Background: an optimization exercise with open tools, aiming at small area. Do not read the settings as production practice.
The RTL was checked by simulation tests, not by an equivalence proof against the original design.

Setup of JK:
==> flow/design.v <==
package calc_pkg;
  localparam int DATA_W  = 16;   
  localparam int DIGIT_W = 4;    
  localparam int KEY_W   = 5;    
  typedef logic [DATA_W-1:0] data_t;
  typedef enum logic [1:0] {
    OP_ADD = 2'd0,
    OP_SUB = 2'd1,
    OP_MUL = 2'd2,
    OP_DIV = 2'd3
  } op_t;
  localparam logic [DIGIT_W-1:0] KEY_NEG = 4'd4;   
  localparam logic [DIGIT_W-1:0] KEY_EQ  = 4'd5;   
  localparam logic [DIGIT_W-1:0] KEY_AC  = 4'd6;   
  typedef struct packed {
    logic               is_func;   
    logic [DIGIT_W-1:0] value;     
  } digit_key_t;
  typedef struct packed {
    logic               is_func;   
    logic [DIGIT_W-1:0] code;      
  } func_key_t;
  typedef union packed {
    digit_key_t digit;
    func_key_t  func;
  } key_code_t;
endpackage
`timescale 1ns/1ns
module calc_top (
  input  logic                       clk,
  input  logic                       rst_n,
  input  logic [calc_pkg::KEY_W-1:0] i_key,
  input  logic                       i_key_valid,
  output logic                       o_key_ready,
  input  logic                       i_signed_mode,
  output calc_pkg::data_t            o_disp_data,
  output logic                       o_disp_valid,
  input  logic                       i_disp_ready,
  output logic [3:0]                 o_op_lamps,
  output logic                       o_error
);
  localparam logic [3:0] U_IDLE = 4'd0;    
  localparam logic [3:0] U_SHOW = 4'd1;    
  localparam logic [3:0] U_CLRS = 4'd2;    
  localparam logic [3:0] U_SHL  = 4'd4;    
  localparam logic [3:0] U_CPY  = 4'd5;    
  localparam logic [3:0] U_NEG  = 4'd6;    
  localparam logic [3:0] U_DIV  = 4'd8;    
  localparam logic [3:0] U_DIG  = 4'd9;    
  localparam logic [3:0] U_ADD  = 4'd12;   
  localparam logic [3:0] U_SUB  = 4'd13;
  localparam logic [3:0] U_MUL  = 4'd14;
  localparam logic [3:0] U_DA   = 4'd15;   
  localparam logic [1:0] T_B0    = 2'b00;
  localparam logic [1:0] T_B1    = 2'b01;
  localparam logic [1:0] T_B0M   = 2'b10;
  localparam logic [1:0] T_OTHER = 2'b11;
  localparam logic [1:0] O_A     = 2'b00;
  localparam logic [1:0] O_EQ    = 2'b01;
  localparam logic [1:0] O_ERR   = 2'b10;
  logic [3:0]  u;
  logic [3:0]  cnt;
  logic [1:0]  t;
  logic        neg;     
  logic [1:0]  op;      
  logic        nega;    
  logic [15:0] x;
  logic [15:0] y;
  logic [15:0] z;
  logic        p_y, p_z, p_b, q_g, q_glo, q_inv, q_16, a_cin;
  logic [16:0] p, q, s;
  assign p[15:0] = (p_y ? y : 16'd0) | (p_z ? {z[14:0], 1'b0} : 16'd0) |
                   {15'd0, p_b};
  assign p[16]   = p_z & z[15];
  assign q       = {q_16, ({{12{q_g}}, {4{q_glo}}} & x) ^ {16{q_inv}}};
  logic [17:0] c;
  assign c[0] = a_cin;
  for (genvar i = 0; i < 17; i++)
  begin : g_add
    assign s[i]   = p[i] ^ q[i] ^ c[i];
    assign c[i+1] = (p[i] & q[i]) | (p[i] & c[i]) | (q[i] & c[i]);
  end
  logic cnt0, cnt3, cnt15, sgn, negb, sub;
  assign cnt0  = (cnt == 4'b0000);
  assign cnt3  = cnt[2];             
  assign cnt15 = (cnt == 4'b1000);
  assign sgn   = i_signed_mode;
  assign negb  = sgn && x[15];
  assign sub   = cnt0 || y[0];
  always_comb
  begin
    p_y   = 1'b0;
    p_z   = 1'b0;
    p_b   = 1'b0;
    q_g   = 1'b0;
    q_glo = 1'b0;
    q_inv = 1'b0;
    q_16  = 1'b0;
    a_cin = 1'b0;
    case (u)
      U_IDLE: begin q_g = dig_keep; q_glo = dig_keep; q_inv = neg; a_cin = neg; end
      U_SHOW: begin q_g = 1'b1; q_glo = 1'b1; end
      U_DIG:  begin p_z = 1'b1; q_glo = cnt3; end
      U_SHL:  p_z = 1'b1;
      U_CPY:  p_y = 1'b1;
      U_NEG:  begin q_g = !m_b0x; q_glo = !m_b0x; q_inv = 1'b1; a_cin = 1'b1; end
      U_ADD:  begin p_y = 1'b1; q_g = 1'b1; q_glo = 1'b1; end
      U_SUB:  begin p_y = 1'b1; q_g = 1'b1; q_glo = 1'b1; q_inv = 1'b1; a_cin = 1'b1; end
      U_DA:   begin p_y = 1'b1; q_inv = 1'b1; end
      U_MUL:  begin p_z = !cnt0; q_g = y[15]; q_glo = y[15]; end
      U_DIV:
      begin
        p_z   = !cnt0;
        p_b   = y[15];
        q_g   = 1'b1;
        q_glo = 1'b1;
        q_16  = sub;
        q_inv = sub ^ negb;
        a_cin = sub ^ negb;
      end
      default: ;
    endcase
  end
  logic m_b0x;
  assign m_b0x = (t == T_B0);
  logic dig_keep;
  assign dig_keep = !(m_eq || (t == T_B0));
  logic       kf;
  logic       is_func;
  logic [3:0] code;
  logic       m_err, m_eq, m_b0, m_b1;
  logic       k_dig, k_neg, k_op, k_eq, k_ac;
  assign kf      = (u == U_IDLE) && i_key_valid;
  assign is_func = i_key[4];
  assign code    = i_key[3:0];
  logic m_pend;
  assign m_pend  = (t != T_OTHER);
  assign m_err   = !m_pend && (op == O_ERR);
  assign m_eq    = !m_pend && (op == O_EQ);
  assign m_b0    = (t == T_B0);
  assign m_b1    = (t == T_B1);
  assign k_ac    = kf && is_func && (code == calc_pkg::KEY_AC);
  assign k_dig   = kf && !m_err && !is_func;
  assign k_neg   = kf && !m_err && is_func && (code == calc_pkg::KEY_NEG) && sgn;
  assign k_op    = kf && !m_err && is_func && (code[3:2] == 2'b00);
  assign k_eq    = kf && !m_err && is_func && (code == calc_pkg::KEY_EQ);
  logic [3:0] calc_u;
  assign calc_u = {2'b11, op};
  assign o_key_ready  = (u == U_IDLE);
  assign o_disp_valid = (u == U_SHOW);
  assign o_disp_data  = x;
  assign o_error      = m_err;
  assign o_op_lamps   = m_pend ? (4'b0001 << op) : 4'b0000;
  always_ff @(posedge clk or negedge rst_n)
  begin
    if (!rst_n)
      u <= U_CLRS;
    else
    begin
      case (u)
        U_IDLE:
        begin
          if (k_ac)
            u <= U_CLRS;
          else if (k_dig)
            u <= U_DIG;
          else if (k_neg)
            u <= U_NEG;
          else if (k_op)
            u <= m_b1 ? calc_u : U_SHOW;
          else if (k_eq && m_pend)
            u <= calc_u;
        end
        U_SHOW:
        begin
          if (i_disp_ready)
            u <= (t == T_B0M) ? U_SHL : ((t == T_B0) ? U_CPY : U_IDLE);
        end
        U_CLRS: u <= U_SHOW;
        U_DIG:
        begin
          if (cnt3)
            u <= neg ? U_NEG : U_SHOW;
        end
        U_SHL:
        begin
          if (cnt15)
            u <= nega ? U_DIV : U_IDLE;
        end
        U_CPY:  u <= (t == T_B0) ? U_IDLE : ((nega ^ negb) ? U_NEG : U_SHOW);
        U_NEG:  u <= U_SHOW;
        U_ADD:  u <= U_SHOW;
        U_SUB:  u <= U_SHOW;
        U_MUL:
        begin
          if (cnt15)
            u <= U_SHOW;
        end
        U_DA:
        begin
          if (x == 16'd0)
            u <= U_IDLE;   
          else
            u <= (sgn && y[15]) ? U_SHL : U_DIV;
        end
        U_DIV:
        begin
          if (cnt15)
            u <= U_CPY;
        end
        default: ;
      endcase
    end
  end
  always_ff @(posedge clk)
  begin
    case (u)
      U_IDLE:
      begin
        if (k_dig)
        begin
          if (m_eq)
            op <= O_A;
          else if (m_b0)
            t <= T_B1;
        end
        else if (k_neg)
        begin
          if (!m_eq)
            neg <= !neg;
        end
        else if (k_op)
        begin
          t  <= T_B0M;
          op <= code[1:0];
          if (!m_b0)
            neg <= 1'b0;
        end
        else if (k_eq && m_pend)
        begin
          neg <= 1'b0;
          t   <= T_OTHER;
          op  <= O_EQ;
        end
      end
      U_CLRS:
      begin
        t   <= T_OTHER;
        op  <= O_A;
        neg <= 1'b0;
      end
      U_SHL:
      begin
        if (cnt15 && !nega)
          t <= T_B0;
      end
      U_DA:
      begin
        if (x == 16'd0)
        begin
          t  <= T_OTHER;   
          op <= O_ERR;
        end
      end
      default: ;
    endcase
  end
  always_ff @(posedge clk)
  begin
    if ((u == U_SHL) || (u == U_MUL) || (u == U_DIV) || (u == U_DIG))
      cnt <= {cnt[2:0], cnt[3] ^ cnt[2] ^ (cnt[2:0] == 3'b000)};
    else
      cnt <= 4'd0;
    if (u == U_SHOW)
      nega <= 1'b0;
    if (u == U_DA)
    begin
      nega <= sgn && y[15];
    end
  end
  logic x_s, x_dig;
  assign x_s    = (u == U_CLRS) || (u == U_ADD) || (u == U_SUB) || (u == U_CPY) ||
                  (u == U_NEG) || (u == U_MUL && cnt15) || (u == U_DIG && cnt3);
  assign x_dig  = k_dig;
  always_ff @(posedge clk)
  begin
    z <= s[15:0];
    if (x_s)
      x[15:4] <= s[15:4];
    if (x_s || x_dig)
      x[3:0] <= x_dig ? code : s[3:0];
    if ((u == U_MUL) || (u == U_DIV) || (u == U_SHL))
      y <= {y[14:0], s[16] ^ (nega || (u == U_DIV))};
  end
endmodule
clock: 45.0 ns
lec_check: 0
abc_area: 1
cap_margin: 20
core_margin: 2
core_utilization: 75
slew_margin: 20
standard.sh (not shown) runs the stock make flow with config.mk's settings and CLKGATE_MAP_FILE= SYNTH_SCRIPT=/design/flow/synth_recipe.tcl, a recipe that flattens the netlist after the stock synthesis.
==> flow/flow/run.sh <==
#!/bin/bash
# Standard layout, with the smallest buffer on every input and output port and a
# clock tree without dummy loads.
set -euo pipefail
export BUFFER_PORTS_ARGS="-buffer_cell sky130_fd_sc_hd__buf_1"
export CTS_ARGS="-sink_clustering_enable -repair_clock_nets -dont_use_dummy_load -buf_list sky130_fd_sc_hd__clkbuf_4"
bash standard.sh > standard_flow.log 2>&1
Modified inputs, MS compared to JK
diff --git a/flow/design.v b/flow/design.v
--- a/flow/design.v
+++ b/flow/design.v
@@ -95,15 +95,15 @@
     q_g   = 1'b0;
     q_glo = 1'b0;
     q_inv = 1'b0;
     q_16  = 1'b0;
     a_cin = 1'b0;
     case (u)
-      U_IDLE: begin q_g = dig_keep; q_glo = dig_keep; q_inv = neg; a_cin = neg; end
+      U_IDLE: begin q_g = dig_keep; q_glo = dig_keep; end
       U_SHOW: begin q_g = 1'b1; q_glo = 1'b1; end
-      U_DIG:  begin p_z = 1'b1; q_glo = cnt3; end
+      U_DIG:  begin p_z = 1'b1; q_glo = cnt3; q_inv = cnt3 && neg; a_cin = cnt3 && neg; end
       U_SHL:  p_z = 1'b1;
       U_CPY:  p_y = 1'b1;
       U_NEG:  begin q_g = !m_b0x; q_glo = !m_b0x; q_inv = 1'b1; a_cin = 1'b1; end
       U_ADD:  begin p_y = 1'b1; q_g = 1'b1; q_glo = 1'b1; end
       U_SUB:  begin p_y = 1'b1; q_g = 1'b1; q_glo = 1'b1; q_inv = 1'b1; a_cin = 1'b1; end
       U_DA:   begin p_y = 1'b1; q_inv = 1'b1; end
@@ -177,13 +177,13 @@
             u <= (t == T_B0M) ? U_SHL : ((t == T_B0) ? U_CPY : U_IDLE);
         end
         U_CLRS: u <= U_SHOW;
         U_DIG:
         begin
           if (cnt3)
-            u <= neg ? U_NEG : U_SHOW;
+            u <= U_SHOW;
         end
         U_SHL:
         begin
           if (cnt15)
             u <= nega ? U_DIV : U_IDLE;
         end
@@ -228,16 +228,15 @@
         begin
           if (!m_eq)
             neg <= !neg;
         end
         else if (k_op)
         begin
-          t  <= T_B0M;
+          if (!m_b0)
+            t <= T_B0M;
           op <= code[1:0];
-          if (!m_b0)
-            neg <= 1'b0;
         end
         else if (k_eq && m_pend)
         begin
           neg <= 1'b0;
           t   <= T_OTHER;
           op  <= O_EQ;
@@ -249,13 +248,16 @@
         op  <= O_A;
         neg <= 1'b0;
       end
       U_SHL:
       begin
         if (cnt15 && !nega)
-          t <= T_B0;
+        begin
+          t   <= T_B0;
+          neg <= 1'b0;
+        end
       end
       U_DA:
       begin
         if (x == 16'd0)
         begin
           t  <= T_OTHER;   
==> comparison <==
Going from JK to MS, final layout net count neither gained nor lost much; design area picked up an extra 33 um2; area share of buffers outside the clock network neither gained nor lost much; number of logic stages on the critical path including buffering lost 7.7%; clock skew neither gained nor lost much. Taking JK as the reference point, the post-layout minimum cycle time of MS rises by 0.020 ns.

[what the ideal ports hide]
How much do the figures lean on ideal ports? The routed layouts below were timed once more, with nothing changed but the port constraints. Step 1 (the two cells are an assumption about what drives the block):
set clk [get_ports {clk}]
set_driving_cell -lib_cell sky130_fd_sc_hd__clkbuf_16 $clk
set_driving_cell -lib_cell sky130_fd_sc_hd__buf_2 [delete_from_list [all_inputs] $clk]
Step 2, shift: input delay + t, output delay - t, t = (earliest + latest rising clock arrival at the registers) / 2. This alone moves slack from input paths to output paths. a / b / c = no drivers / after step 1 / after step 2; a / b = the first two.
| run | t, ns | slack for setup (ns) | worst setup path after step 2 |
|---|---|---|---|
| JK | 0.422 | 28.170 / 28.174 / 27.752 | input to register |
| MS | 0.429 | 28.150 / 28.158 / 27.728 | input to register |
After both steps setup and hold are still met in every run listed. For MS, which loses most, drivers alone change the setup slack by +0.008 ns; drivers and shift together by -0.422 ns.
